From an optimization exercise on the open Yosys and OpenROAD flow, aimed at small area, a short achievable clock period and few clock cycles per item; shortcuts taken in it are not production practice. Where RTL was checked, it was by simulation tests only, not by an equivalence proof against the original. No functional check of the RTL was part of run 1. No activity file was given, so power comes from the tool's default toggle rates.

`flow/design.v`:
```
`timescale 1ns / 1ps
`default_nettype none
package bprd_pkg;
  localparam int PALETTE_DEPTH = 256;
  localparam int MAX_WIDTH     = 4096;
  localparam int MAX_ROWS      = 4096;
  localparam int PAL_AW    = $clog2(PALETTE_DEPTH);
  localparam int ENT_W     = $clog2(PALETTE_DEPTH + 1);
  localparam int PAL_CNT_W = ENT_W + 2;
  localparam int FMT_W        = 2;
  localparam int WIDTH_CFG_W  = 13;
  localparam int HEIGHT_CFG_W = 14;
  localparam int ENT_CFG_W    = 9;
  localparam int CFG_DATA_W   = 14;
  localparam int CFG_ADDR_W   = 2;
  localparam int W_W    = $clog2(MAX_WIDTH + 1);
  localparam int GW     = (W_W > WIDTH_CFG_W) ? W_W : WIDTH_CFG_W;
  localparam int RB_W   = $clog2(3 * MAX_WIDTH + 4);
  localparam int CC_W   = RB_W + 1;
  localparam int ROWS_W = $clog2(MAX_ROWS + 1);
  localparam int COL_OUT_W = 12;
  localparam int ROW_OUT_W = 12;
  localparam int RGB_W     = 24;
  localparam int OUT_DATA_W = 48;
  localparam logic [1:0] CMD_START   = 2'd0;
  localparam logic [1:0] CMD_PALETTE = 2'd1;
  localparam logic [1:0] CMD_PIXEL   = 2'd2;
  localparam logic [1:0] FMT_4BPP  = 2'd0;
  localparam logic [1:0] FMT_8BPP  = 2'd1;
  localparam logic [1:0] FMT_24BPP = 2'd2;
  localparam logic [1:0] FMT_NONE  = 2'd3;
  localparam logic [CFG_ADDR_W-1:0] CFG_PIXEL_FORMAT    = 2'd0;
  localparam logic [CFG_ADDR_W-1:0] CFG_IMAGE_WIDTH     = 2'd1;
  localparam logic [CFG_ADDR_W-1:0] CFG_IMAGE_HEIGHT    = 2'd2;
  localparam logic [CFG_ADDR_W-1:0] CFG_PALETTE_ENTRIES = 2'd3;
  localparam logic [1:0] LANE_ALPHA = 2'd3;
  typedef struct packed {
    logic              en;
    logic [PAL_AW-1:0] addr;
    logic [1:0]        lane;
    logic [7:0]        data;
  } pal_wr_t;
  typedef enum logic {
    CLR_SWEEP,
    CLR_DONE
  } clr_state_t;
endpackage
`default_nettype wire
`timescale 1ns / 1ps
`default_nettype none
module bprd_color_table (
  input  wire                           clk,
  input  wire                           clr,
  input  wire                           wr_en,
  input  wire  [bprd_pkg::PAL_AW-1:0]   wr_addr,
  input  wire  [1:0]                    wr_lane,
  input  wire  [7:0]                    wr_data,
  input  wire  [bprd_pkg::PAL_AW-1:0]   rd_addr,
  output logic [bprd_pkg::RGB_W-1:0]    rd_data
);
  logic [bprd_pkg::RGB_W-1:0] mem [bprd_pkg::PALETTE_DEPTH];
  logic [7:0]                 wdata;
  assign wdata = clr ? 8'd0 : wr_data;
  for (genvar i = 0; i < bprd_pkg::PALETTE_DEPTH; i++) begin : g_ent
    for (genvar l = 0; l < 3; l++) begin : g_lane
      always_ff @(posedge clk) begin
        if (clr || (wr_en && wr_addr == i && wr_lane == l)) begin
          mem[i][8*l +: 8] <= wdata;
        end
      end
    end
  end
  always_comb begin
    rd_data = '0;
    for (int i = 0; i < bprd_pkg::PALETTE_DEPTH; i++) begin
      rd_data = rd_data | (mem[i] & {bprd_pkg::RGB_W{rd_addr == i}});
    end
  end
endmodule
`default_nettype wire
`timescale 1ns / 1ps
`default_nettype none
module bmp_pixel_row_decoder_unit (
  input  wire                                 clk,
  input  wire                                 rst_n,
  input  wire                                 in_tvalid,
  output logic                                in_tready,
  input  wire  [7:0]                          in_tdata,    
  input  wire  [1:0]                          in_tuser,    
  output logic                                out_tvalid,
  input  wire                                 out_tready,
  output logic [bprd_pkg::OUT_DATA_W-1:0]     out_tdata,
  output logic                                out_tlast,   
  input  wire                                 cfg_we,
  input  wire  [bprd_pkg::CFG_ADDR_W-1:0]     cfg_addr,
  input  wire  [bprd_pkg::CFG_DATA_W-1:0]     cfg_wdata
);
  logic [bprd_pkg::FMT_W-1:0]        fmt_r;
  logic [bprd_pkg::WIDTH_CFG_W-1:0]  width_r;
  logic [bprd_pkg::HEIGHT_CFG_W-1:0] height_r;
  logic [bprd_pkg::ENT_CFG_W-1:0]    pal_ent_r;
  always_ff @(posedge clk) begin
    if (!rst_n) begin
      fmt_r     <= bprd_pkg::FMT_8BPP;
      width_r   <= bprd_pkg::WIDTH_CFG_W'(1);
      height_r  <= bprd_pkg::HEIGHT_CFG_W'(1);
      pal_ent_r <= '0;
    end else if (cfg_we) begin
      case (cfg_addr)
        bprd_pkg::CFG_PIXEL_FORMAT:    fmt_r     <= cfg_wdata[bprd_pkg::FMT_W-1:0];
        bprd_pkg::CFG_IMAGE_WIDTH:     width_r   <= cfg_wdata[bprd_pkg::WIDTH_CFG_W-1:0];
        bprd_pkg::CFG_IMAGE_HEIGHT:    height_r  <= cfg_wdata[bprd_pkg::HEIGHT_CFG_W-1:0];
        bprd_pkg::CFG_PALETTE_ENTRIES: pal_ent_r <= cfg_wdata[bprd_pkg::ENT_CFG_W-1:0];
        default: begin
        end
      endcase
    end
  end
  logic [bprd_pkg::PAL_CNT_W-1:0] pal_cnt_r, pal_cnt_nxt;
  logic [bprd_pkg::RB_W-1:0]      rbc_r, rbc_nxt;
  logic [bprd_pkg::CC_W-1:0]      col_r, col_nxt;
  logic [bprd_pkg::ROWS_W-1:0]    rows_r, rows_nxt;
  logic [15:0]                    pc_r, pc_nxt;
  logic [1:0]                     phase_r, phase_nxt;
  logic                           clr_r;
  logic                           wr_en_r, wr_en_nxt;
  logic [bprd_pkg::PAL_AW-1:0]    wr_addr_r;
  logic [1:0]                     wr_lane_r;
  logic [7:0]                     wr_data_r;
  logic                           j_valid_r, j2_valid_r;
  logic                           j_two_r, j2_two_r;
  logic                           j_direct_r, j2_direct_r;
  logic [7:0]                     j_idx_r, j2_idx_r;
  logic [3:0]                     j_nib_r, j2_nib_r;
  logic [15:0]                    j_bg_r, j2_bg_r;
  logic [bprd_pkg::COL_OUT_W-1:0] j_col_r, j2_col_r;
  logic [bprd_pkg::ROW_OUT_W-1:0] j_row_r, j2_row_r;
  logic                           in_rdy_r;
  logic                           out_valid_r;
  logic                           out_last_r;
  logic [bprd_pkg::RGB_W-1:0]     out_rgb_r;
  logic [bprd_pkg::COL_OUT_W-1:0] out_col_r;
  logic [bprd_pkg::ROW_OUT_W-1:0] out_row_r;
  logic [bprd_pkg::GW-1:0]           w_g;
  logic [bprd_pkg::RB_W-1:0]         w;
  logic [bprd_pkg::RB_W-1:0]         data_bytes;
  logic [bprd_pkg::RB_W:0]           padded_x;
  logic [bprd_pkg::RB_W-1:0]         padded;
  logic [bprd_pkg::HEIGHT_CFG_W-1:0] mag_h;
  logic [bprd_pkg::ROWS_W-1:0]       mag;
  logic [bprd_pkg::ROWS_W-1:0]       row;
  logic [bprd_pkg::ENT_W-1:0]        ent;
  logic [bprd_pkg::PAL_CNT_W-1:0]    pal_limit;
  logic [bprd_pkg::RB_W-1:0]         rbc_inc;
  logic [bprd_pkg::RB_W-1:0]         w_r, db_r, pad_r;
  logic [bprd_pkg::ROWS_W-1:0]       mag_r, magm1_r;
  logic                              neg_r;
  logic [bprd_pkg::PAL_CNT_W-1:0]    pal_lim_r;
  logic [bprd_pkg::CC_W-1:0]         w_c, col_p1;
  logic in_acc, in_data, emit0, emit1, direct;
  logic [7:0] idx0;
  logic o_can, j_free;
  logic [bprd_pkg::RGB_W-1:0] rd_data, rgb;
  assign in_tready = in_rdy_r;
  assign in_acc    = in_tvalid && in_rdy_r;
  always_comb begin
    w_g = bprd_pkg::GW'(width_r);
    if (width_r == '0) begin
      w_g = bprd_pkg::GW'(1);
    end else if (int'(width_r) > bprd_pkg::MAX_WIDTH) begin
      w_g = bprd_pkg::GW'(bprd_pkg::MAX_WIDTH);
    end
    w = bprd_pkg::RB_W'(w_g);
    case (fmt_r)
      bprd_pkg::FMT_4BPP: data_bytes = bprd_pkg::RB_W'(({1'b0, w} + 1'b1) >> 1);
      bprd_pkg::FMT_8BPP: data_bytes = w;
      default:            data_bytes = bprd_pkg::RB_W'({w, 1'b0} + {1'b0, w});
    endcase
    padded_x = {1'b0, data_bytes} + 2'd3;
    padded   = {padded_x[bprd_pkg::RB_W-1:2], 2'b00};
    mag_h = height_r[bprd_pkg::HEIGHT_CFG_W-1] ? (~height_r + 1'b1) : height_r;
    mag   = (int'(mag_h) > bprd_pkg::MAX_ROWS) ? bprd_pkg::ROWS_W'(bprd_pkg::MAX_ROWS)
                                               : bprd_pkg::ROWS_W'(mag_h);
    ent = bprd_pkg::ENT_W'(pal_ent_r);
    if (pal_ent_r == '0) begin
      ent = (fmt_r == bprd_pkg::FMT_4BPP) ? bprd_pkg::ENT_W'(16)
                                          : bprd_pkg::ENT_W'(bprd_pkg::PALETTE_DEPTH);
    end else if (int'(pal_ent_r) > bprd_pkg::PALETTE_DEPTH) begin
      ent = bprd_pkg::ENT_W'(bprd_pkg::PALETTE_DEPTH);
    end
    pal_limit = {ent, 2'b00};
  end
  always_ff @(posedge clk) begin
    if (!rst_n) begin
      w_r        <= bprd_pkg::RB_W'(1);
      db_r       <= bprd_pkg::RB_W'(1);
      pad_r      <= bprd_pkg::RB_W'(4);
      mag_r      <= bprd_pkg::ROWS_W'(1);
      magm1_r    <= '0;
      neg_r      <= 1'b0;
      pal_lim_r  <= bprd_pkg::PAL_CNT_W'(4 * bprd_pkg::PALETTE_DEPTH);
    end else begin
      w_r        <= w;
      db_r       <= data_bytes;
      pad_r      <= padded;
      mag_r      <= mag;
      magm1_r    <= mag - 1'b1;
      neg_r      <= height_r[bprd_pkg::HEIGHT_CFG_W-1];
      pal_lim_r  <= pal_limit;
    end
  end
  assign row = neg_r ? rows_r : (magm1_r - rows_r);
  assign rbc_inc = rbc_r + 1'b1;
  assign w_c     = bprd_pkg::CC_W'(w_r);
  assign col_p1  = col_r + 1'b1;
  assign in_data = (rbc_r < db_r);
  assign idx0    = (fmt_r == bprd_pkg::FMT_4BPP) ? {4'd0, in_tdata[7:4]} : in_tdata;
  always_comb begin
    pal_cnt_nxt = pal_cnt_r;
    rbc_nxt     = rbc_r;
    col_nxt     = col_r;
    rows_nxt    = rows_r;
    pc_nxt      = pc_r;
    phase_nxt   = phase_r;
    emit0       = 1'b0;
    emit1       = 1'b0;
    direct      = 1'b0;
    wr_en_nxt   = 1'b0;
    if (in_acc) begin
      case (in_tuser)
        bprd_pkg::CMD_START: begin
          pal_cnt_nxt = '0;
          rbc_nxt     = '0;
          col_nxt     = '0;
          rows_nxt    = '0;
          pc_nxt      = '0;
          phase_nxt   = '0;
        end
        bprd_pkg::CMD_PALETTE: begin
          if (fmt_r != bprd_pkg::FMT_NONE && pal_cnt_r < pal_lim_r) begin
            wr_en_nxt   = (pal_cnt_r[1:0] != bprd_pkg::LANE_ALPHA);
            pal_cnt_nxt = pal_cnt_r + 1'b1;
          end
        end
        bprd_pkg::CMD_PIXEL: begin
          if (fmt_r != bprd_pkg::FMT_NONE && rows_r < mag_r) begin
            if (in_data) begin
              case (fmt_r)
                bprd_pkg::FMT_4BPP: begin
                  emit0   = (col_r < w_c);
                  emit1   = (col_p1 < w_c);
                  col_nxt = col_r + 2'd2;
                end
                bprd_pkg::FMT_8BPP: begin
                  emit0   = (col_r < w_c);
                  col_nxt = col_p1;
                end
                default: begin
                  case (phase_r)
                    2'd0: begin
                      pc_nxt    = {pc_r[15:8], in_tdata};
                      phase_nxt = 2'd1;
                    end
                    2'd1: begin
                      pc_nxt    = {in_tdata, pc_r[7:0]};
                      phase_nxt = 2'd2;
                    end
                    default: begin
                      emit0     = (col_r < w_c);
                      direct    = 1'b1;
                      col_nxt   = col_p1;
                      phase_nxt = 2'd0;
                    end
                  endcase
                end
              endcase
            end
            rbc_nxt = rbc_inc;
            if (rbc_inc >= pad_r) begin
              rbc_nxt   = '0;
              col_nxt   = '0;
              phase_nxt = '0;
              rows_nxt  = rows_r + 1'b1;
            end
          end
        end
        default: begin
        end
      endcase
    end
  end
  always_ff @(posedge clk) begin
    if (!rst_n) begin
      pal_cnt_r <= '0;
      rbc_r     <= '0;
      col_r     <= '0;
      rows_r    <= '0;
      pc_r      <= '0;
      phase_r   <= '0;
      wr_en_r   <= 1'b0;
    end else begin
      pal_cnt_r <= pal_cnt_nxt;
      rbc_r     <= rbc_nxt;
      col_r     <= col_nxt;
      rows_r    <= rows_nxt;
      pc_r      <= pc_nxt;
      phase_r   <= phase_nxt;
      wr_en_r   <= wr_en_nxt;
    end
  end
  always_ff @(posedge clk) begin
    clr_r     <= !rst_n;
    wr_addr_r <= bprd_pkg::PAL_AW'(pal_cnt_r[bprd_pkg::PAL_CNT_W-1:2]);
    wr_lane_r <= pal_cnt_r[1:0];
    wr_data_r <= in_tdata;
  end
  bprd_color_table u_color_table (
    .clk     (clk),
    .clr     (clr_r),
    .wr_en   (wr_en_r),
    .wr_addr (wr_addr_r),
    .wr_lane (wr_lane_r),
    .wr_data (wr_data_r),
    .rd_addr (j_idx_r),
    .rd_data (rd_data)
  );
  assign o_can  = !out_valid_r || out_tready;
  assign j_free = !j_valid_r || (o_can && !j_two_r);
  always_ff @(posedge clk) begin
    if (!rst_n) begin
      j_valid_r  <= 1'b0;
      j2_valid_r <= 1'b0;
      in_rdy_r   <= 1'b1;
    end else begin
      if (j_free) begin
        j_valid_r  <= j2_valid_r || emit0;
        j2_valid_r <= 1'b0;
        in_rdy_r   <= 1'b1;
      end else if (emit0) begin
        j2_valid_r <= 1'b1;
        in_rdy_r   <= 1'b0;
      end
    end
  end
  always_ff @(posedge clk) begin
    if (j_free) begin
      if (j2_valid_r) begin
        j_two_r    <= j2_two_r;
        j_direct_r <= j2_direct_r;
        j_idx_r    <= j2_idx_r;
        j_nib_r    <= j2_nib_r;
        j_bg_r     <= j2_bg_r;
        j_col_r    <= j2_col_r;
        j_row_r    <= j2_row_r;
      end else begin
        j_two_r    <= emit1;
        j_direct_r <= direct;
        j_idx_r    <= idx0;
        j_nib_r    <= in_tdata[3:0];
        j_bg_r     <= pc_r;
        j_col_r    <= bprd_pkg::COL_OUT_W'(col_r);
        j_row_r    <= bprd_pkg::ROW_OUT_W'(row);
      end
    end else if (o_can) begin
      j_two_r <= 1'b0;
      j_idx_r <= {4'd0, j_nib_r};
      j_col_r <= j_col_r + 1'b1;
    end
    if (!j2_valid_r) begin
      j2_two_r    <= emit1;
      j2_direct_r <= direct;
      j2_idx_r    <= idx0;
      j2_nib_r    <= in_tdata[3:0];
      j2_bg_r     <= pc_r;
      j2_col_r    <= bprd_pkg::COL_OUT_W'(col_r);
      j2_row_r    <= bprd_pkg::ROW_OUT_W'(row);
    end
  end
  assign rgb = j_direct_r ? {j_idx_r, j_bg_r} : rd_data;
  always_ff @(posedge clk) begin
    if (!rst_n) begin
      out_valid_r <= 1'b0;
    end else if (o_can) begin
      out_valid_r <= j_valid_r;
    end
  end
  always_ff @(posedge clk) begin
    if (o_can && j_valid_r) begin
      out_last_r <= !j_two_r;
      out_rgb_r  <= rgb;
      out_col_r  <= j_col_r;
      out_row_r  <= j_row_r;
    end
  end
  assign out_tvalid = out_valid_r;
  assign out_tlast  = out_last_r;
  assign out_tdata  = {out_row_r, out_col_r,
                       out_rgb_r[7:0], out_rgb_r[15:8], out_rgb_r[23:16]};
endmodule
`default_nettype wire
```
`flow/run.sh`:
```
#!/bin/bash
# synth_recipe.tcl (not shown) runs the flow's synth.tcl, then flattens the netlist and writes it again
# the make line also repeats each setting of config.mk as NAME=value (left out here)
make -C /OpenROAD-flow-scripts/flow DESIGN_CONFIG=/design/flow/config.mk WORK_HOME=/design/flow/orfs CLKGATE_MAP_FILE= SYNTH_SCRIPT=/design/flow/synth_recipe.tcl finish
```
`flow/constraint.sdc`:
```
create_clock -name core_clock -period 6.0 [get_ports {clk}]
set_input_delay 1.2000 -clock core_clock [delete_from_list [all_inputs] [get_ports {clk}]]
set_output_delay 1.2000 -clock core_clock [all_outputs]
set_load 0.01 [all_outputs]
```
`flow/config.mk`:
```
export PLATFORM = sky130hd
export DESIGN_NAME = bmp_pixel_row_decoder_unit
export DESIGN_NICKNAME = bmp_pixel_row_decoder_unit
export VERILOG_FILES = /design/flow/design.v
export SDC_FILE = /design/flow/constraint.sdc
export NUM_CORES = 4
export LEC_CHECK = 0
export CAP_MARGIN = 20
export CORE_MARGIN = 2
export CORE_UTILIZATION = 55
export PLACE_DENSITY = 0.65
export SLEW_MARGIN = 20
export SYNTH_MEMORY_MAX_BITS = 8192
```
==> results of run 1 <==
-- per-stage QoR --
stage           util  setup TNS [ns]
2_1_floorplan      -               -
3_3_place_gp   0.598         -0.0436
3_5_place_dp   0.601               0
4_1_cts        0.649               0
-- routing by layer --
layer,GRT overflow,GRT usage
met1,409,0.882
met2,1000,0.941
met3,409,0.827
met4,751,0.817
met5,61,0.730
-- kinds of logic after synthesis --
group | share of synthesized area
fa+ha+maj | 0.00520
buf+inv | 0.0174
compound gates | 0.140
xor+xnor | 0.00299
simple gates | 0.0474
flops | 0.785
mux | 0.00246
-- how the worst max path moves through the flow --
stage	startpoint	end	cells past startpoint	slack, ns
after global placement	j_idx_r[4]	out_rgb_r[21]	10	-0.04
after floorplan	clr_r	u_color_table.mem[0][0]	3	-2.11
after CTS	j_idx_r[5]	out_rgb_r[23]	9	0.33
after detailed placement	j_idx_r[5]	out_rgb_r[23]	9	0.31
-- power groups by stage --
stage / sequential [W] / combinational (W) / clock, W
CTS: 0.0552 / 0.00701 / 0.0411
global placement: 0.0561 / 0.00696 / 0
detailed placement: 0.0561 / 0.00700 / 0
floorplan: 0.0555 / 0.00227 / 0
==> impl_metrics.csv, run 1 <==
group,metric,value,unit
synth,post-synth-top-count-cell,"edfxtp_1",
status,error,"[ERROR GRT-0116] Global routing finished with congestion. Check the congestion regions in the DRC Viewer.",
placement,dpl.hpwl,1280000,µm
clock_tree,h-tree-depth,6,
synth,synth_cell_types,105,
clock_tree,cts_resized,0,
grt,grt_first_pass_wirelength,2570000,µm
synth,synth_area_leaders,"edfxtp_1 76%, a22oi_1 7.7%, dfxtp_1 2.1%",
synth,async_flop_share,0,
clock_tree,cts_sinks,6508,
placement,place_inst,21371,
synth,yosys-top-cells-count,"6247 x edfxtp_1, 2510 x a22oi_1, 784 x nand2_1",
grt,grt_max_degree,199,
grt,grt_pass1_vias,219271,
floorplan,die_h,672,µm
status,flow.stopped_at,"global routing (5_1_grt)",
placement,place.gp.congestion,1.38,
clock_tree,cts_hold_buf,0,
placement,pre_cts_slack,0.310,ns
synth,ys.flop_type,"edfxtp_1",
floorplan,pin_count,82,
synth,synth.avg_cell_area,16.7,µm²
synth,ys_seq_elements,6508,
synth,synthCells,14751,
synth,ys_seq_area_frac,0.785,
clock_tree,tritoncts.num_buffers,659,
clock_tree,root_buffer,"clkbuf_16",
synth,synth_fp_nets,14883,
floorplan,rows,245,
clock_tree,clockBufferDepth,4,
synth,syn_area,246000,µm²
grt,overflow,2630,
placement,io_buffers,81,
placement,postPlaceCellArea,267000,µm²
floorplan,chipWidth,672,µm
synth,yosysTopAreaCell,"edfxtp_1",
synth,synth_edf_count,6247,
floorplan,start_util,0.552,
clock_tree,postCtsSetupBuffers,0,
synth,synth_top_area_frac,0.763,
synth,yosysWarnings,3,
grt,grtUsageTotal,0.874,
status,status,"did not finish",
==> inputs of run 2 (changes only) <==
--- a/flow/design.v
+++ b/flow/design.v
@@ -57,4 +57,6 @@
   input  wire  [7:0]                    wr_data,
-  input  wire  [bprd_pkg::PAL_AW-1:0]   rd_addr,
-  output logic [bprd_pkg::RGB_W-1:0]    rd_data
+  input  wire  [15:0]                   rd_lo,
+  input  wire  [3:0]                    rd_mid,
+  input  wire  [bprd_pkg::RGB_W-1:0]    rd_extra,
+  output logic [4*bprd_pkg::RGB_W-1:0]  rd_part
 );
@@ -72,6 +74,15 @@
   end
+  logic [bprd_pkg::RGB_W-1:0] q [4];
+  logic [bprd_pkg::RGB_W-1:0] s;
   always_comb begin
-    rd_data = '0;
-    for (int i = 0; i < bprd_pkg::PALETTE_DEPTH; i++) begin
-      rd_data = rd_data | (mem[i] & {bprd_pkg::RGB_W{rd_addr == i}});
+    for (int g = 0; g < 4; g++) begin
+      q[g] = (g == 0) ? rd_extra : '0;
+      for (int m = 0; m < 4; m++) begin
+        s = '0;
+        for (int l = 0; l < 16; l++) begin
+          s = s | (mem[64*g + 16*m + l] & {bprd_pkg::RGB_W{rd_lo[l]}});
+        end
+        q[g] = q[g] | (s & {bprd_pkg::RGB_W{rd_mid[m]}});
+      end
+      rd_part[g*bprd_pkg::RGB_W +: bprd_pkg::RGB_W] = q[g];
     end
@@ -125,3 +136,3 @@
   logic                           clr_r;
-  logic                           wr_en_r, wr_en_nxt;
+  logic                           wr_en_r, wr_en_nxt, wr_go;
   logic [bprd_pkg::PAL_AW-1:0]    wr_addr_r;
@@ -132,3 +143,5 @@
   logic                           j_direct_r, j2_direct_r;
-  logic [7:0]                     j_idx_r, j2_idx_r;
+  logic [7:0]                     j_red_r, j2_idx_r;
+  logic [15:0]                    j_lo_r;
+  logic [3:0]                     j_mid_r, j_hi_r;
   logic [3:0]                     j_nib_r, j2_nib_r;
@@ -138,2 +151,3 @@
   logic                           in_rdy_r;
+  logic                           j_valid_nxt, j2_valid_nxt, wr_pend_nxt;
   logic                           out_valid_r;
@@ -162,3 +176,13 @@
   logic o_can, j_free;
-  logic [bprd_pkg::RGB_W-1:0] rd_data, rgb;
+  logic [4*bprd_pkg::RGB_W-1:0] rd_part;
+  logic [bprd_pkg::RGB_W-1:0]   rgb;
+  logic [15:0]                  ld_lo;
+  logic [3:0]                   ld_mid, ld_hi;
+  logic                         p_free;
+  logic                           p_valid_r;
+  logic                           p_last_r;
+  logic [3:0]                     p_hi_r;
+  logic [4*bprd_pkg::RGB_W-1:0]   p_part_r;
+  logic [bprd_pkg::COL_OUT_W-1:0] p_col_r;
+  logic [bprd_pkg::ROW_OUT_W-1:0] p_row_r;
   assign in_tready = in_rdy_r;
@@ -307,23 +331,40 @@
       phase_r   <= phase_nxt;
-      wr_en_r   <= wr_en_nxt;
+      wr_en_r   <= wr_en_nxt || (wr_en_r && !wr_go);
     end
   end
+  assign wr_go = wr_en_r && !j_valid_r && !j2_valid_r;
   always_ff @(posedge clk) begin
-    clr_r     <= !rst_n;
-    wr_addr_r <= bprd_pkg::PAL_AW'(pal_cnt_r[bprd_pkg::PAL_CNT_W-1:2]);
-    wr_lane_r <= pal_cnt_r[1:0];
-    wr_data_r <= in_tdata;
+    clr_r <= !rst_n;
+    if (wr_en_nxt) begin
+      wr_addr_r <= bprd_pkg::PAL_AW'(pal_cnt_r[bprd_pkg::PAL_CNT_W-1:2]);
+      wr_lane_r <= pal_cnt_r[1:0];
+      wr_data_r <= in_tdata;
+    end
   end
   bprd_color_table u_color_table (
-    .clk     (clk),
-    .clr     (clr_r),
-    .wr_en   (wr_en_r),
-    .wr_addr (wr_addr_r),
-    .wr_lane (wr_lane_r),
-    .wr_data (wr_data_r),
-    .rd_addr (j_idx_r),
-    .rd_data (rd_data)
+    .clk      (clk),
+    .clr      (clr_r),
+    .wr_en    (wr_go),
+    .wr_addr  (wr_addr_r),
+    .wr_lane  (wr_lane_r),
+    .wr_data  (wr_data_r),
+    .rd_lo    (j_lo_r),
+    .rd_mid   (j_mid_r),
+    .rd_extra (j_direct_r ? {j_red_r, j_bg_r} : 24'd0),
+    .rd_part  (rd_part)
   );
   assign o_can  = !out_valid_r || out_tready;
-  assign j_free = !j_valid_r || (o_can && !j_two_r);
+  assign p_free = !p_valid_r || o_can;
+  assign j_free = !j_valid_r || (p_free && !j_two_r);
+  always_comb begin
+    j_valid_nxt  = j_valid_r;
+    j2_valid_nxt = j2_valid_r;
+    if (j_free) begin
+      j_valid_nxt  = j2_valid_r || emit0;
+      j2_valid_nxt = 1'b0;
+    end else if (emit0) begin
+      j2_valid_nxt = 1'b1;
+    end
+    wr_pend_nxt = wr_en_nxt || (wr_en_r && !wr_go);
+  end
   always_ff @(posedge clk) begin
@@ -334,14 +375,21 @@
     end else begin
-      if (j_free) begin
-        j_valid_r  <= j2_valid_r || emit0;
-        j2_valid_r <= 1'b0;
-        in_rdy_r   <= 1'b1;
-      end else if (emit0) begin
-        j2_valid_r <= 1'b1;
-        in_rdy_r   <= 1'b0;
-      end
+      j_valid_r  <= j_valid_nxt;
+      j2_valid_r <= j2_valid_nxt;
+      in_rdy_r   <= !j2_valid_nxt && !(wr_pend_nxt && (j_valid_nxt || j2_valid_nxt));
     end
   end
+  always_comb begin
+    logic [7:0] a;
+    logic       d;
+    a = j2_valid_r ? j2_idx_r : idx0;
+    d = j2_valid_r ? j2_direct_r : direct;
+    ld_lo  = d ? 16'd0 : (16'd1 << a[3:0]);
+    ld_mid = d ? 4'd0  : (4'd1 << a[5:4]);
+    ld_hi  = d ? 4'd1  : (4'd1 << a[7:6]);
+  end
   always_ff @(posedge clk) begin
     if (j_free) begin
+      j_lo_r  <= ld_lo;
+      j_mid_r <= ld_mid;
+      j_hi_r  <= ld_hi;
       if (j2_valid_r) begin
@@ -349,3 +397,3 @@
         j_direct_r <= j2_direct_r;
-        j_idx_r    <= j2_idx_r;
+        j_red_r    <= j2_idx_r;
         j_nib_r    <= j2_nib_r;
@@ -357,3 +405,3 @@
         j_direct_r <= direct;
-        j_idx_r    <= idx0;
+        j_red_r    <= idx0;
         j_nib_r    <= in_tdata[3:0];
@@ -363,5 +411,7 @@
       end
-    end else if (o_can) begin
+    end else if (p_free) begin
       j_two_r <= 1'b0;
-      j_idx_r <= {4'd0, j_nib_r};
+      j_lo_r  <= 16'd1 << j_nib_r;
+      j_mid_r <= 4'd1;
+      j_hi_r  <= 4'd1;
       j_col_r <= j_col_r + 1'b1;
@@ -378,3 +428,24 @@
   end
-  assign rgb = j_direct_r ? {j_idx_r, j_bg_r} : rd_data;
+  always_ff @(posedge clk) begin
+    if (!rst_n) begin
+      p_valid_r <= 1'b0;
+    end else if (p_free) begin
+      p_valid_r <= j_valid_r;
+    end
+  end
+  always_ff @(posedge clk) begin
+    if (p_free && j_valid_r) begin
+      p_last_r <= !j_two_r;
+      p_hi_r   <= j_hi_r;
+      p_part_r <= rd_part;
+      p_col_r  <= j_col_r;
+      p_row_r  <= j_row_r;
+    end
+  end
+  always_comb begin
+    rgb = '0;
+    for (int g = 0; g < 4; g++) begin
+      rgb = rgb | (p_part_r[g*bprd_pkg::RGB_W +: bprd_pkg::RGB_W] & {bprd_pkg::RGB_W{p_hi_r[g]}});
+    end
+  end
   always_ff @(posedge clk) begin
@@ -383,3 +454,3 @@
     end else if (o_can) begin
-      out_valid_r <= j_valid_r;
+      out_valid_r <= p_valid_r;
     end
@@ -387,7 +458,7 @@
   always_ff @(posedge clk) begin
-    if (o_can && j_valid_r) begin
-      out_last_r <= !j_two_r;
+    if (o_can && p_valid_r) begin
+      out_last_r <= p_last_r;
       out_rgb_r  <= rgb;
-      out_col_r  <= j_col_r;
-      out_row_r  <= j_row_r;
+      out_col_r  <= p_col_r;
+      out_row_r  <= p_row_r;
     end
--- a/flow/config.mk
+++ b/flow/config.mk
@@ -9,5 +9,9 @@
 export CORE_MARGIN = 2
-export CORE_UTILIZATION = 55
-export PLACE_DENSITY = 0.65
+export CORE_UTILIZATION = 35
+export CTS_CLUSTER_DIAMETER = 100
+export CTS_CLUSTER_SIZE = 24
+export PLACE_DENSITY = 0.5
+export SETUP_SLACK_MARGIN = 3.0
 export SLEW_MARGIN = 20
 export SYNTH_MEMORY_MAX_BITS = 8192
+export TNS_END_PERCENT = 100
==> impl_metrics.csv, run 2 <==
group,metric,value,unit
sta,rsz0062_at_grt,"yes",
floorplan,core_area,707000,µm²
clock_tree,cts_hold_buf,0,
clock_tree,cts.reportedPaths.clkPinSlew,0.09,ns
route,drt-wirelength-per-cell,36.5,µm
synth,async_flop_share,0,
clock_tree,clockBufferDepth,4,
layout,final_common_cell,"edfxtp_1",
layout,fin_nets,14265,
synth,synth_cell_types,84,
sta,drv_slew,0,
synth,synth.avg_cell_area,17.6,µm²
worst_setup_path,crit_type,"register to register",
synth,ys_seq_area_frac,0.796,
layout,layout_common_cells,"6414 x edfxtp_1, 1336 x a22oi_1, 929 x a22o_1",
route,firstDrtPassIters,6,
sta,hold_viol,0,
floorplan,die-area,715000,µm²
synth,yosys-top-cells-count,"6414 x edfxtp_1, 1348 x a22oi_1, 929 x a22o_1",
flow_run,cap_violations,0,
synth,ys_seq_elements,6658,
worst_setup_path,worstPathRequired,6.86,ns
floorplan,start_util,0.351,
sta,skew,0.0920,ns
grt,grt_max_degree,156,
sta,fmax,304,MHz
clock_tree,h-tree-depth,5,
route,wl,858000,µm
power_and_ir_drop,vdd_drop_max,0.225,mV
placement,io_buffers,81,
clock_tree,cts_sinks,6658,
sta,worstMarginPinSlew,1.21,ns
synth,synth_area_leaders,"edfxtp_1 78%, a22oi_1 4.1%, a22o_1 3.3%",
layout,top_register,"u_color_table.mem",
sta,fin_crit,3.29,ns
clock_tree,cts_tree,"built",
sta,fin_hold_ws,0.426,ns
clock_tree,root_buffer,"clkbuf_16",
layout,fin_util,0.394,
route,vias_per_cell,6.14,
route,postRouteAntennaNets,0,
sta,relSlewSlack,0.192,
route,vias,144408,
route,initialDrtViolationCount,20066,
floorplan,rows,309,
synth,syn_area,248000,µm²
synth,synth_top_area_frac,0.776,
clock_tree,tritoncts.num_buffers,321,
layout,drive_above_1_share,0.139,
clock_tree,insertion_delay,1.05,ns
status,status,"timing/DRC/antenna clean",
sta,period_share,0.548,
synth,yosysWarnings,4,
sta,tns,0,ns
min_path,worstHoldPathType,"register to register",
floorplan,die_h,846,µm
worst_setup_path,cp-end-kind,"register",
route,drc,0,
worst_setup_path,arrival,4.15,ns
grt,overflow,0,
grt,grt_first_pass_wirelength,1170000,µm
sta,setup_viol_count_final,0,
layout,area_growth,12.3,%
grt,grtUsageTotal,0.228,
synth,synth_fp_nets,14238,
synth,ys.flop_type,"edfxtp_1",
layout,top_regs,"u_color_table.mem x6144, p_part_r x96, out_rgb_r x24",
power_and_ir_drop,leakagePower,93.1,nW
floorplan,pin_count,82,
worst_setup_path,cp-start-kind,"register",
synth,post-synth-top-count-cell,"edfxtp_1",
synth,synth_edf_count,6414,
grt,grt_pass1_vias,137734,
placement,place.gp.congestion,0.810,
floorplan,chipWidth,846,µm
placement,dpl.hpwl,493000,µm
synth,synthCells,14106,
layout,largest_register_ffs,6144,
grt,antenna_found_initial,39,
synth,yosysTopAreaCell,"edfxtp_1",
power_and_ir_drop,p_per_area,306,nW/µm²
worst_setup_path,path_max_fanout,4,
==> run 2: cell count changes after synthesis, moves of 167 or more <==
cell      delta
nand2_1    -475
a22o_1     +714
edfxtp_1   +167
buf_2      -234
a22oi_1   -1162
nor2_1     -330
nand3_1    +261
o22ai_1    -204
a221oi_1   +845
clkbuf_1   +225
==> run 2: layer usage <==
metal,wire length (µm),vias up,global-route usage
met3,73300,927,0.0376
li1,-,58700,-
met5,166,-,0
met1,367000,77709,0.332
met2,395000,7046,0.358
met4,22800,26,0.0535
==> run 2: metrics by stage <==
step	instances	setup slack, ns	total power, W	cell area [µm²]
after floorplan	14106	-2.11	0.0581	248000
after global placement	22904	1.39	0.0608	262000
after CTS	23418	2.67	0.0853	276000
after global routing	23521	2.59	0.0873	279000
final	23534	2.71	0.0852	279000
after detailed placement	22910	1.42	0.0609	262000
==> run 2: worst paths after layout <==
check,from,end,slack (ns),depth (start not counted)
worst max register to register,width_r[0],pad_r[13],2.71,13
worst min register to register,p_row_r[3],out_row_r[3],0.43,0
worst max-delay path,width_r[0],pad_r[13],2.71,13
worst min-delay path,p_row_r[3],out_row_r[3],0.43,0
==> run 2: what timing repair did <==
item	4_1_cts	5_1_grt
pin swaps	70	112
cloned	10	8
setup buffers	122	88
endpoints found under the setup margin	6068	3940
gates resized for setup	1060	333
==> run 2: layout make-up <==
| class | count | area, µm² |
|---|---|---|
| Antenna cell | 18 | 45.0 |
| Clock buffer | 350 | 8380 |
| Clock inverter | 26 | 413 |
| Fill cell | 63762 | 429000 |
| Inverter | 92 | 352 |
| Multi-Input combinational cell | 6353 | 51800 |
| Sequential cell | 6658 | 198000 |
| Tap cell | 9330 | 11700 |
| Timing Repair Buffer | 707 | 8340 |
==> run 2: logic make-up (layout without fill, tap and decap cells) <==
kind of cell	after synthesis	in the layout	share of synthesized area
flip-flops	6658	6658	0.796
buffers and inverters	1095	1175	0.0167
XOR/XNOR	83	83	0.00293
multiplexers	58	58	0.00254
other	0	18	0
AND/OR/NAND/NOR	1545	1545	0.0323
AO/OA/AOI/OAI	4566	4566	0.144
adder cells (fa/ha/maj)	101	101	0.00516
==> run 2: where the power goes <==
part | internal (W) | switching [W] | total [W] | leakage [nW]
clock network | 0.0102 | 0.0148 | 0.0249 | 4.30
registers | 0.0536 | 0.000758 | 0.0543 | 67.2
logic | 0.00156 | 0.00432 | 0.00588 | 21.6
==> run 2: worst max-delay path, stage by stage, from the launching register on <==
cell      delay, ns
dfxtp_4        0.39
nor4_4         0.06
a31oi_4        0.19
nor2_2         0.05
ha_2           0.22
fa_2           0.54
nand2_1        0.05
o31a_1         0.11
a31o_2         0.23
o21bai_4       0.18
a211oi_4       0.30
nand4_4        0.16
nor4_4         0.31
mux2_4         0.32
Testbench counts of run 2, summed over its fixed seeds: cycles 100,165, pixels 44,278.
==> inputs of run 3 (changes only) <==
--- a/flow/design.v
+++ b/flow/design.v
@@ -52,6 +52,5 @@
   input  wire                           clk,
-  input  wire                           clr,
-  input  wire                           wr_en,
-  input  wire  [bprd_pkg::PAL_AW-1:0]   wr_addr,
-  input  wire  [1:0]                    wr_lane,
+  input  wire  [15:0]                   wr_hi,
+  input  wire  [15:0]                   wr_lo,
+  input  wire  [2:0]                    wr_go,
   input  wire  [7:0]                    wr_data,
@@ -63,4 +62,2 @@
   logic [bprd_pkg::RGB_W-1:0] mem [bprd_pkg::PALETTE_DEPTH];
-  logic [7:0]                 wdata;
-  assign wdata = clr ? 8'd0 : wr_data;
   for (genvar i = 0; i < bprd_pkg::PALETTE_DEPTH; i++) begin : g_ent
@@ -68,4 +65,4 @@
       always_ff @(posedge clk) begin
-        if (clr || (wr_en && wr_addr == i && wr_lane == l)) begin
-          mem[i][8*l +: 8] <= wdata;
+        if (wr_hi[i / 16] && wr_lo[i % 16] && wr_go[l]) begin
+          mem[i][8*l +: 8] <= wr_data;
         end
@@ -135,6 +132,5 @@
   logic [1:0]                     phase_r, phase_nxt;
-  logic                           clr_r;
-  logic                           wr_en_r, wr_en_nxt, wr_go;
-  logic [bprd_pkg::PAL_AW-1:0]    wr_addr_r;
-  logic [1:0]                     wr_lane_r;
+  logic                           wr_en_nxt, wr_pend_r, wr_go_nxt;
+  logic [15:0]                    wr_hi_r, wr_lo_r;
+  logic [2:0]                     wr_lane_r, wr_go_r, wr_lane_nxt;
   logic [7:0]                     wr_data_r;
@@ -174,2 +170,3 @@
   logic in_acc, in_data, emit0, emit1, direct;
+  logic dat_r, ge1_r, rok_r, dat_nxt, ge1_nxt, rok_nxt, pix_go;
   logic [7:0] idx0;
@@ -198,5 +195,5 @@
     case (fmt_r)
-      bprd_pkg::FMT_4BPP: data_bytes = bprd_pkg::RB_W'(({1'b0, w} + 1'b1) >> 1);
-      bprd_pkg::FMT_8BPP: data_bytes = w;
-      default:            data_bytes = bprd_pkg::RB_W'({w, 1'b0} + {1'b0, w});
+      bprd_pkg::FMT_4BPP: data_bytes = bprd_pkg::RB_W'(({1'b0, w_r} + 1'b1) >> 1);
+      bprd_pkg::FMT_8BPP: data_bytes = w_r;
+      default:            data_bytes = bprd_pkg::RB_W'({w_r, 1'b0} + {1'b0, w_r});
     endcase
@@ -230,3 +227,3 @@
       mag_r      <= mag;
-      magm1_r    <= mag - 1'b1;
+      magm1_r    <= mag_r - 1'b1;
       neg_r      <= height_r[bprd_pkg::HEIGHT_CFG_W-1];
@@ -239,3 +236,3 @@
   assign col_p1  = col_r + 1'b1;
-  assign in_data = (rbc_r < db_r);
+  assign in_data = dat_r;
   assign idx0    = (fmt_r == bprd_pkg::FMT_4BPP) ? {4'd0, in_tdata[7:4]} : in_tdata;
@@ -269,3 +266,3 @@
         bprd_pkg::CMD_PIXEL: begin
-          if (fmt_r != bprd_pkg::FMT_NONE && rows_r < mag_r) begin
+          if (fmt_r != bprd_pkg::FMT_NONE && rok_r) begin
             if (in_data) begin
@@ -302,3 +299,3 @@
             rbc_nxt = rbc_inc;
-            if (rbc_inc >= pad_r) begin
+            if (ge1_r) begin
               rbc_nxt   = '0;
@@ -315,2 +312,29 @@
   end
+  assign pix_go = in_acc && in_tuser == bprd_pkg::CMD_PIXEL && fmt_r != bprd_pkg::FMT_NONE
+                  && rok_r;
+  always_comb begin
+    dat_nxt = (rbc_r < db_r);
+    ge1_nxt = (rbc_inc >= pad_r);
+    rok_nxt = (rows_r < mag_r);
+    if ((in_acc && in_tuser == bprd_pkg::CMD_START) || (pix_go && ge1_r)) begin
+      dat_nxt = (db_r != '0);
+      ge1_nxt = (pad_r <= bprd_pkg::RB_W'(1));
+      rok_nxt = (in_acc && in_tuser == bprd_pkg::CMD_START) ? (mag_r != '0)
+                                                            : (rows_r + 1'b1 < mag_r);
+    end else if (pix_go) begin
+      dat_nxt = (rbc_inc < db_r);
+      ge1_nxt = (rbc_r + 2'd2 >= pad_r);
+    end
+  end
+  always_ff @(posedge clk) begin
+    if (!rst_n) begin
+      dat_r <= 1'b1;
+      ge1_r <= 1'b0;
+      rok_r <= 1'b1;
+    end else begin
+      dat_r <= dat_nxt;
+      ge1_r <= ge1_nxt;
+      rok_r <= rok_nxt;
+    end
+  end
   always_ff @(posedge clk) begin
@@ -323,3 +347,2 @@
       phase_r   <= '0;
-      wr_en_r   <= 1'b0;
     end else begin
@@ -331,12 +354,25 @@
       phase_r   <= phase_nxt;
-      wr_en_r   <= wr_en_nxt || (wr_en_r && !wr_go);
     end
   end
-  assign wr_go = wr_en_r && !j_valid_r && !j2_valid_r;
+  always_comb begin
+    wr_lane_nxt = wr_en_nxt ? (3'd1 << pal_cnt_r[1:0]) : wr_lane_r;
+    wr_go_nxt   = wr_pend_nxt && !j_valid_nxt && !j2_valid_nxt;
+  end
   always_ff @(posedge clk) begin
-    clr_r <= !rst_n;
-    if (wr_en_nxt) begin
-      wr_addr_r <= bprd_pkg::PAL_AW'(pal_cnt_r[bprd_pkg::PAL_CNT_W-1:2]);
-      wr_lane_r <= pal_cnt_r[1:0];
-      wr_data_r <= in_tdata;
+    if (!rst_n) begin
+      wr_pend_r <= 1'b1;
+      wr_go_r   <= 3'b111;
+      wr_hi_r   <= '1;
+      wr_lo_r   <= '1;
+      wr_lane_r <= 3'b111;
+      wr_data_r <= '0;
+    end else begin
+      wr_pend_r <= wr_pend_nxt;
+      wr_go_r   <= wr_go_nxt ? wr_lane_nxt : 3'b000;
+      if (wr_en_nxt) begin
+        wr_hi_r   <= 16'd1 << pal_cnt_r[9:6];
+        wr_lo_r   <= 16'd1 << pal_cnt_r[5:2];
+        wr_lane_r <= wr_lane_nxt;
+        wr_data_r <= in_tdata;
+      end
     end
@@ -345,6 +381,5 @@
     .clk      (clk),
-    .clr      (clr_r),
-    .wr_en    (wr_go),
-    .wr_addr  (wr_addr_r),
-    .wr_lane  (wr_lane_r),
+    .wr_hi    (wr_hi_r),
+    .wr_lo    (wr_lo_r),
+    .wr_go    (wr_go_r),
     .wr_data  (wr_data_r),
@@ -367,3 +402,3 @@
     end
-    wr_pend_nxt = wr_en_nxt || (wr_en_r && !wr_go);
+    wr_pend_nxt = wr_en_nxt || (wr_pend_r && (wr_go_r == 3'b000));
   end
--- a/flow/config.mk
+++ b/flow/config.mk
@@ -9,6 +9,6 @@
 export CORE_MARGIN = 2
-export CORE_UTILIZATION = 35
+export CORE_UTILIZATION = 45
 export CTS_CLUSTER_DIAMETER = 100
 export CTS_CLUSTER_SIZE = 24
-export PLACE_DENSITY = 0.5
+export PLACE_DENSITY = 0.6
 export SETUP_SLACK_MARGIN = 3.0
==> impl_metrics.csv, run 3 <==
group,metric,value,unit
grt,overflow,0,
layout,final_common_cell,"edfxtp_1",
placement,dpl.hpwl,424000,µm
route,drt-wirelength-per-cell,35.2,µm
power_and_ir_drop,switching_share,0.253,
sta,tns,0,ns
sta,hold_viol,0,
min_path,worstHoldPathType,"register to register",
layout,final_area,269000,µm²
layout,drive_above_1_share,0.0679,
worst_setup_path,crit_buf_inv,0,
synth,synth_top_area_frac,0.773,
synth,yosysWarnings,4,
clock_tree,root_buffer,"clkbuf_16",
clock_tree,insertion_delay,1.05,ns
grt,grt_first_pass_wirelength,1060000,µm
layout,top_register,"u_color_table.mem",
grt,grt_max_degree,204,
sta,rsz0062_at_grt,"yes",
sta,drv_slew,0,
placement,io_buffers,81,
layout,final_cells,21594,
worst_setup_path,worstPathCellList,"ha_4 -> fa_2 -> a211oi_4 -> o21ai_2 -> o221ai_2 -> a21oi_2 -> or4b_4 -> nor3_4 -> nand4b_1 -> mux2_1",
synth,ys.flop_type,"edfxtp_1",
power_and_ir_drop,switchingPower,0.0236,W
sta,setup_viol_count_final,0,
worst_setup_path,slowest_stage,"or4b_4",
sta,skew,0.0698,ns
clock_tree,cts_tree,"built",
power_and_ir_drop,combPwrFrac,0.096,
worst_setup_path,crit_family,"simple AND/OR/NAND/NOR gates",
worst_setup_path,cp-end-kind,"register",
synth,synth_cell_types,88,
clock_tree,clockBufferDepth,4,
status,status,"timing/DRC/antenna clean",
layout,largest_register_ffs,6144,
route,firstDrtPassIters,9,
worst_setup_path,crit_type,"register to register",
floorplan,die-area,558000,µm²
clock_tree,tritoncts.num_buffers,320,
layout,n_fill_cell,45363,
floorplan,die_h,747,µm
synth,post-synth-top-count-cell,"edfxtp_1",
synth,yosys-top-cells-count,"6396 x edfxtp_1, 1549 x a22oi_1, 867 x clkbuf_1",
power_and_ir_drop,vdd_drop_max,0.234,mV
layout,layout_common_cells,"6396 x edfxtp_1, 1545 x a22oi_1, 805 x a22o_1",
synth,async_flop_share,0,
worst_setup_path,path_max_fanout,4,
floorplan,pin_count,82,
layout,fin_nets,14256,
route,initialDrtViolationCount,24077,
grt,antenna_found_initial,60,
sta,worstMarginPinSlew,1.28,ns
floorplan,rows,272,
clock_tree,cts_sinks,6688,
flow_run,cap_violations,0,
synth,synth_edf_count,6396,
synth,syn_area,248000,µm²
synth,synthCells,14357,
clock_tree,cts.reportedPaths.clkPinSlew,0.10,ns
synth,yosysTopAreaCell,"edfxtp_1",
sta,fmax,322,MHz
synth,ys_seq_area_frac,0.797,
clock_tree,h-tree-depth,5,
floorplan,core_area,549000,µm²
floorplan,chipWidth,747,µm
floorplan,start_util,0.452,
route,drc,0,
worst_setup_path,arrival,4.00,ns
power_and_ir_drop,leakagePower,90.7,nW
sta,fin_crit,3.11,ns
route,wl,759000,µm
synth,synth_fp_nets,14532,
sta,period_share,0.518,
route,vias_per_cell,6.70,
placement,postPlaceCellArea,258000,µm²
worst_setup_path,slowest_delay,0.58,ns
synth,synth.avg_cell_area,17.3,µm²
power_and_ir_drop,p_per_area,347,nW/µm²
sta,fin_ws,2.89,ns
power_and_ir_drop,p_total,0.0933,W
placement,pre_cts_slack,1.44,ns
grt,grtUsageTotal,0.262,
synth,ys_seq_elements,6688,
worst_setup_path,worstPathRequired,6.90,ns
grt,grt_pass1_vias,135901,
route,vias,144673,
power_and_ir_drop,seqPwrFrac,0.640,
power_and_ir_drop,power.internal,0.0697,W
synth,synth_area_leaders,"edfxtp_1 77%, a22oi_1 4.7%, a221oi_1 2.8%",
worst_setup_path,cp-start-kind,"register",
layout,top_regs,"u_color_table.mem x6144, p_part_r x96, out_rgb_r x24",
sta,relSlewSlack,0.144,
layout,area_growth,8.08,%
placement,place_inst,20946,
route,postRouteAntennaNets,0,
placement,place.gp.congestion,0.827,
power_and_ir_drop,clock_power_share,0.264,
clock_tree,cts_hold_buf,0,
## run 3: what timing repair did
item,in CTS,in global routing
resized for setup,156,79
setup buffers,49,22
pin swaps,6,30
setup endpoints to repair,275,108
## run 3: kinds of logic after synthesis
logic type	count (synthesis)	share of synthesized area
XOR/XNOR	108	0.00381
buffers and inverters	1179	0.0179
AND/OR/NAND/NOR	2285	0.0507
AO/OA/AOI/OAI	3893	0.121
multiplexers	60	0.00260
flip-flops	6688	0.797
adder cells (fa/ha/maj)	144	0.00731
## run 3: power by group through the flow
stage	logic, W	registers, W	clock network (W)
after floorplan	0.00451	0.0602	0
after global placement	0.00872	0.0605	0
after global routing	0.00932	0.0601	0.0262
after detailed placement	0.00878	0.0607	0
final	0.00893	0.0597	0.0246
after CTS	0.00887	0.0596	0.0247
## run 3: metal layers
layer	wire (µm)	global-route usage	vias to the layer above
met5	339	0	-
met4	19400	0.0725	8
met3	81700	0.0435	1010
met2	353000	0.410	9115
met1	305000	0.383	75667
li1	-	-	58873
## run 3: final timing paths
kind,slack (ns),startpoint,cells past startpoint,end
min reg2reg,0.43,pal_ent_r[8],1,pal_lim_r[6]
min,0.43,pal_ent_r[8],1,pal_lim_r[6]
max reg2reg,2.89,w_c[1],10,pad_r[13]
max,2.89,w_c[1],10,pad_r[13]
## run 3: final cells by class
class / instances / area, µm² / area share
Clock inverter: 31 / 549 / 0.00205
Sequential cell: 6688 / 198000 / 0.738
Inverter: 101 / 382 / 0.00142
Tap cell: 7261 / 9080 / 0.0338
Clock buffer: 353 / 8280 / 0.0308
Timing Repair Buffer: 480 / 5200 / 0.0194
Antenna cell: 190 / 475 / 0.00177
Multi-Input combinational cell: 6490 / 46500 / 0.173
## run 3: through the flow
stage / hold WS, ns / utilization
2_1_floorplan: 0.400 / -
3_3_place_gp: 0.406 / 0.470
3_5_place_dp: 0.405 / 0.470
4_1_cts: 0.425 / 0.487
5_1_grt: 0.435 / 0.488
6_report: 0.426 / 0.489
Testbench counts of run 3, summed over its fixed seeds: cycles 100,165, pixels 44,278.
==> inputs of run 4 (changes only) <==
--- a/flow/design.v
+++ b/flow/design.v
@@ -52,5 +52,5 @@
   input  wire                           clk,
-  input  wire  [15:0]                   wr_hi,
-  input  wire  [15:0]                   wr_lo,
-  input  wire  [2:0]                    wr_go,
+  input  wire  [15:0]                   wr_hi_n,
+  input  wire  [15:0]                   wr_lo_n,
+  input  wire  [2:0]                    wr_go_n,
   input  wire  [7:0]                    wr_data,
@@ -65,3 +65,3 @@
       always_ff @(posedge clk) begin
-        if (wr_hi[i / 16] && wr_lo[i % 16] && wr_go[l]) begin
+        if (!(wr_hi_n[i / 16] || wr_lo_n[i % 16] || wr_go_n[l])) begin
           mem[i][8*l +: 8] <= wr_data;
@@ -133,4 +133,4 @@
   logic                           wr_en_nxt, wr_pend_r, wr_go_nxt;
-  logic [15:0]                    wr_hi_r, wr_lo_r;
-  logic [2:0]                     wr_lane_r, wr_go_r, wr_lane_nxt;
+  logic [15:0]                    wr_hi_n_r, wr_lo_n_r;
+  logic [2:0]                     wr_lane_r, wr_go_n_r, wr_lane_nxt;
   logic [7:0]                     wr_data_r;
@@ -139,7 +139,6 @@
   logic                           j_direct_r, j2_direct_r;
-  logic [7:0]                     j_red_r, j2_idx_r;
+  logic [7:0]                     j_byte_r, j2_byte_r, j2_idx;
   logic [15:0]                    j_lo_r;
   logic [3:0]                     j_mid_r, j_hi_r;
-  logic [3:0]                     j_nib_r, j2_nib_r;
-  logic [15:0]                    j_bg_r, j2_bg_r;
+  logic [15:0]                    j_bg_r;
   logic [bprd_pkg::COL_OUT_W-1:0] j_col_r, j2_col_r;
@@ -164,3 +163,3 @@
   logic [bprd_pkg::RB_W-1:0]         rbc_inc;
-  logic [bprd_pkg::RB_W-1:0]         w_r, db_r, pad_r;
+  logic [bprd_pkg::RB_W-1:0]         w_r, w3_r, db_r, pad_r;
   logic [bprd_pkg::ROWS_W-1:0]       mag_r, magm1_r;
@@ -195,8 +194,18 @@
     case (fmt_r)
-      bprd_pkg::FMT_4BPP: data_bytes = bprd_pkg::RB_W'(({1'b0, w_r} + 1'b1) >> 1);
-      bprd_pkg::FMT_8BPP: data_bytes = w_r;
-      default:            data_bytes = bprd_pkg::RB_W'({w_r, 1'b0} + {1'b0, w_r});
+      bprd_pkg::FMT_4BPP: begin
+        data_bytes = bprd_pkg::RB_W'(({1'b0, w_r} + 1'b1) >> 1);
+        padded_x   = {1'b0, w_r} + 3'd7;
+        padded     = {1'b0, padded_x[bprd_pkg::RB_W-1:3], 2'b00};
+      end
+      bprd_pkg::FMT_8BPP: begin
+        data_bytes = w_r;
+        padded_x   = {1'b0, w_r} + 2'd3;
+        padded     = {padded_x[bprd_pkg::RB_W-1:2], 2'b00};
+      end
+      default: begin
+        data_bytes = w3_r;
+        padded_x   = {1'b0, w3_r} + 2'd3;
+        padded     = {padded_x[bprd_pkg::RB_W-1:2], 2'b00};
+      end
     endcase
-    padded_x = {1'b0, data_bytes} + 2'd3;
-    padded   = {padded_x[bprd_pkg::RB_W-1:2], 2'b00};
     mag_h = height_r[bprd_pkg::HEIGHT_CFG_W-1] ? (~height_r + 1'b1) : height_r;
@@ -216,2 +225,3 @@
       w_r        <= bprd_pkg::RB_W'(1);
+      w3_r       <= bprd_pkg::RB_W'(3);
       db_r       <= bprd_pkg::RB_W'(1);
@@ -224,2 +234,3 @@
       w_r        <= w;
+      w3_r       <= bprd_pkg::RB_W'({w, 1'b0} + {1'b0, w});
       db_r       <= data_bytes;
@@ -363,5 +374,5 @@
       wr_pend_r <= 1'b1;
-      wr_go_r   <= 3'b111;
-      wr_hi_r   <= '1;
-      wr_lo_r   <= '1;
+      wr_go_n_r <= 3'b000;
+      wr_hi_n_r <= '0;
+      wr_lo_n_r <= '0;
       wr_lane_r <= 3'b111;
@@ -370,6 +381,6 @@
       wr_pend_r <= wr_pend_nxt;
-      wr_go_r   <= wr_go_nxt ? wr_lane_nxt : 3'b000;
+      wr_go_n_r <= wr_go_nxt ? ~wr_lane_nxt : 3'b111;
       if (wr_en_nxt) begin
-        wr_hi_r   <= 16'd1 << pal_cnt_r[9:6];
-        wr_lo_r   <= 16'd1 << pal_cnt_r[5:2];
+        wr_hi_n_r <= ~(16'd1 << pal_cnt_r[9:6]);
+        wr_lo_n_r <= ~(16'd1 << pal_cnt_r[5:2]);
         wr_lane_r <= wr_lane_nxt;
@@ -381,5 +392,5 @@
     .clk      (clk),
-    .wr_hi    (wr_hi_r),
-    .wr_lo    (wr_lo_r),
-    .wr_go    (wr_go_r),
+    .wr_hi_n  (wr_hi_n_r),
+    .wr_lo_n  (wr_lo_n_r),
+    .wr_go_n  (wr_go_n_r),
     .wr_data  (wr_data_r),
@@ -387,3 +398,3 @@
     .rd_mid   (j_mid_r),
-    .rd_extra (j_direct_r ? {j_red_r, j_bg_r} : 24'd0),
+    .rd_extra (j_direct_r ? {j_byte_r, j_bg_r} : 24'd0),
     .rd_part  (rd_part)
@@ -402,3 +413,3 @@
     end
-    wr_pend_nxt = wr_en_nxt || (wr_pend_r && (wr_go_r == 3'b000));
+    wr_pend_nxt = wr_en_nxt || (wr_pend_r && (wr_go_n_r == 3'b111));
   end
@@ -415,2 +426,3 @@
   end
+  assign j2_idx = (fmt_r == bprd_pkg::FMT_4BPP) ? {4'd0, j2_byte_r[7:4]} : j2_byte_r;
   always_comb begin
@@ -418,3 +430,3 @@
     logic       d;
-    a = j2_valid_r ? j2_idx_r : idx0;
+    a = j2_valid_r ? j2_idx : idx0;
     d = j2_valid_r ? j2_direct_r : direct;
@@ -432,5 +444,4 @@
         j_direct_r <= j2_direct_r;
-        j_red_r    <= j2_idx_r;
-        j_nib_r    <= j2_nib_r;
-        j_bg_r     <= j2_bg_r;
+        j_byte_r   <= j2_byte_r;
+        j_bg_r     <= pc_r;
         j_col_r    <= j2_col_r;
@@ -440,4 +451,3 @@
         j_direct_r <= direct;
-        j_red_r    <= idx0;
-        j_nib_r    <= in_tdata[3:0];
+        j_byte_r   <= in_tdata;
         j_bg_r     <= pc_r;
@@ -448,3 +458,3 @@
       j_two_r <= 1'b0;
-      j_lo_r  <= 16'd1 << j_nib_r;
+      j_lo_r  <= 16'd1 << j_byte_r[3:0];
       j_mid_r <= 4'd1;
@@ -456,5 +466,3 @@
       j2_direct_r <= direct;
-      j2_idx_r    <= idx0;
-      j2_nib_r    <= in_tdata[3:0];
-      j2_bg_r     <= pc_r;
+      j2_byte_r   <= in_tdata;
       j2_col_r    <= bprd_pkg::COL_OUT_W'(col_r);
--- a/flow/config.mk
+++ b/flow/config.mk
@@ -9,6 +9,6 @@
 export CORE_MARGIN = 2
-export CORE_UTILIZATION = 45
+export CORE_UTILIZATION = 50
 export CTS_CLUSTER_DIAMETER = 100
 export CTS_CLUSTER_SIZE = 24
-export PLACE_DENSITY = 0.6
+export PLACE_DENSITY = 0.62
 export SETUP_SLACK_MARGIN = 3.0
==> impl_metrics.csv, run 4 <==
group,metric,value,unit
sta,fin_hold_ws,0.422,ns
worst_setup_path,crit_type,"register to primary output",
clock_tree,cts.reportedPaths.clkPinSlew,0.09,ns
power_and_ir_drop,p_total,0.0891,W
synth,async_flop_share,0,
synth,synth_cell_types,78,
clock_tree,tritoncts.num_buffers,318,
synth,synth-simple-area-share,0.0437,
grt,grtUsageTotal,0.284,
sta,rsz0062_at_grt,"yes",
placement,pre_cts_slack,1.80,ns
worst_setup_path,cp-end-kind,"primary output",
clock_tree,clockBufferDepth,4,
clock_tree,cts_hold_buf,0,
layout,largest_register_ffs,6144,
flow_run,cap_violations,0,
sta,tns,0,ns
grt,grt_pass1_vias,132633,
worst_setup_path,slowest_delay,0.79,ns
floorplan,pin_count,82,
worst_setup_path,slowest_stage,"edfxtp_1",
placement,io_buffers,81,
clock_tree,h-tree-depth,5,
synth,ys.flop_type,"edfxtp_1",
sta,skew,0.0668,ns
placement,postPlaceCellArea,255000,µm²
floorplan,start_util,0.501,
layout,area_growth,7.39,%
synth,synth_top_family_by_area,"compound AO/OA/AOI/OAI gates",
synth,ys_seq_elements,6677,
route,initialDrtViolationCount,21496,
floorplan,core_area,493000,µm²
route,wl,736000,µm
worst_setup_path,crit_buf_inv,1,
route,vias_per_cell,6.87,
layout,final_common_cell,"edfxtp_1",
route,postRouteAntennaNets,0,
synth,synth_xor_area_frac,0.00387,
worst_setup_path,cp-start-kind,"register",
synth,yosys-top-cells-count,"6392 x edfxtp_1, 1081 x a221oi_1, 1081 x a22o_1",
power_and_ir_drop,leakagePower,88.9,nW
route,drt-wirelength-per-cell,35.8,µm
sta,hold_viol,0,
synth,yosysTopAreaCell,"edfxtp_1",
synth,synthCells,14284,
placement,dpl.hpwl,415000,µm
synth,post-synth-top-count-cell,"edfxtp_1",
synth,ys_seq_area_frac,0.800,
grt,grt_max_degree,212,
worst_setup_path,worstPathCellList,"buf_2",
synth,synth_top_area_frac,0.777,
clock_tree,cts_sinks,6677,
sta,fmax,308,MHz
sta,period_share,0.542,
grt,overflow,0,
placement,place.gp.congestion,0.840,
sta,drv_slew,0,
sta,setup_viol_count_final,0,
layout,top_regs,"u_color_table.mem x6144, p_part_r x96, out_rgb_r x24",
power_and_ir_drop,p_per_area,336,nW/µm²
layout,top_register,"u_color_table.mem",
layout,final_area,265000,µm²
synth,synth_compound_area_frac,0.124,
grt,grt_first_pass_wirelength,1020000,µm
layout,drive_above_1_share,0.0678,
synth,synth_fp_nets,14461,
layout,fin_nets,14155,
sta,fin_crit,3.25,ns
sta,relSlewSlack,0.149,
synth,yosysWarnings,4,
clock_tree,cts_tree,"built",
clock_tree,root_buffer,"clkbuf_16",
grt,antenna_found_initial,32,
worst_setup_path,path_max_fanout,9,
floorplan,die-area,499000,µm²
sta,worstMarginPinSlew,1.28,ns
worst_setup_path,worstPathRequired,4.80,ns
floorplan,chipWidth,707,µm
worst_setup_path,arrival,2.05,ns
route,drc,0,
synth,syn_area,247000,µm²
floorplan,die_h,707,µm
clock_tree,insertion_delay,1.02,ns
power_and_ir_drop,vdd_drop_max,0.256,mV
status,status,"timing/DRC/antenna clean",
route,vias,141335,
synth,synth_edf_count,6392,
synth,synthMuxAreaShare,0.00275,
synth,synth_area_leaders,"edfxtp_1 78%, a221oi_1 3.8%, a22o_1 3.8%",
worst_setup_path,crit_family,"flip-flops",
floorplan,rows,258,
route,firstDrtPassIters,9,
synth,synth.avg_cell_area,17.3,µm²
min_path,worstHoldPathType,"register to register",
sta,fin_ws,2.75,ns
synth,synthAdderAreaFrac,0.00746,
layout,layout_common_cells,"6392 x edfxtp_1, 1081 x a22o_1, 1040 x a221oi_1",
-- run 4: cell types whose count changed after synthesis, moves of 42 or more --
| cell | delta |
|---|---|
| nor2_1 | +828 |
| and3_1 | -776 |
| a22oi_1 | -511 |
| a22o_1 | +276 |
| a221oi_1 | +275 |
| o21ai_0 | -85 |
| or2_2 | +48 |
| buf_1 | -42 |
-- run 4: timing repair --
item,4_1_cts,5_1_grt
cloned,0,8
endpoints found under the setup margin,171,112
pin swaps,15,29
setup buffers,33,6
resized for setup,154,118
-- run 4: cells by family after synthesis --
kind of cell,after synthesis
muxes,58
and+or+nand+nor,2305
DFF,6677
buffers and inverters,1129
AOI/OAI and AO/OA,3860
adders and majority gates,146
xor gates and xnor gates,109
-- run 4: through the flow --
step	instances	utilization
5_1_grt	20568	0.538
2_1_floorplan	14284	-
3_3_place_gp	20104	0.518
3_5_place_dp	20108	0.518
4_1_cts	20526	0.536
6_report	20576	0.538
-- run 4: path summary, 6_finish.rpt --
| kind | start | to | slack (ns) | cells after the start |
|---|---|---|---|---|
| setup / recovery | out_rgb_r[17] | out_tdata[1] | 2.75 | 1 |
| hold reg to reg | j_row_r[9] | p_row_r[9] | 0.42 | 0 |
| hold / removal | j_row_r[9] | p_row_r[9] | 0.42 | 0 |
| setup reg to reg | j_lo_r[0] | p_part_r[56] | 2.83 | 8 |
-- run 4: area by class of cell --
type	instances	area, µm²
Multi-Input combinational cell	6479	45600
Clock inverter	23	295
Clock buffer	362	8350
Inverter	104	399
Tap cell	6500	8130
Antenna cell	33	82.6
Sequential cell	6677	198000
Timing Repair Buffer	398	4580
Fill cell	38411	228000
-- run 4: per-layer routing --
metal	vias up	GRT usage	wire length, µm
li1	57919	-	-
met1	73795	0.414	293000
met2	8475	0.440	338000
met3	1122	0.0481	77100
met4	24	0.0912	28400
met5	-	0	152
-- run 4: where the power goes --
group	leakage, nW	switching (W)	internal (W)
Clock	4.23	0.0143	0.0100
Sequential	67.2	0.00134	0.0560
Combinational	17.5	0.00607	0.00145
Testbench counts of run 4, summed over its fixed seeds: cycles 100,165, pixels 44,278.

==> afterwards: timing with drivers on the ports <==
The flow's constraints put no driver on any port. The routed layouts listed below were extracted and timed again, unchanged, in two steps.
Step 1 assumes that a clkbuf_16 drives the clock port and a buf_2 every other input.
Step 2 times the ports against the registers' clock, not the clock port: input delays grow and output delays shrink by t, the midpoint of the rising clock arrivals with the driver on.
Slacks: ideal / step 1 / step 2; pairs: ideal / step 1.
run | shift t [ns] | slack for setup (ns) | worst hold slack (ns) | worst register clock-pin slew, ns | pins driven straight from the clock port
run 2 | 1.132 | 2.710 / 2.657 / 2.156 | 0.426 / 0.426 / 0.426 | 0.11 / 0.11 | 1
run 3 | 1.149 | 2.893 / 2.846 / 2.026 | 0.426 / 0.426 / 0.426 | 0.10 / 0.10 | 1
run 4 | 1.112 | 2.750 / 2.629 / 2.143 | 0.422 / 0.422 / 0.422 | 0.11 / 0.11 | 1
After both steps every run listed still meets setup and hold. The setup slack of run 3, which loses most, moves by -0.047 ns with the drivers and by -0.867 ns with both steps.
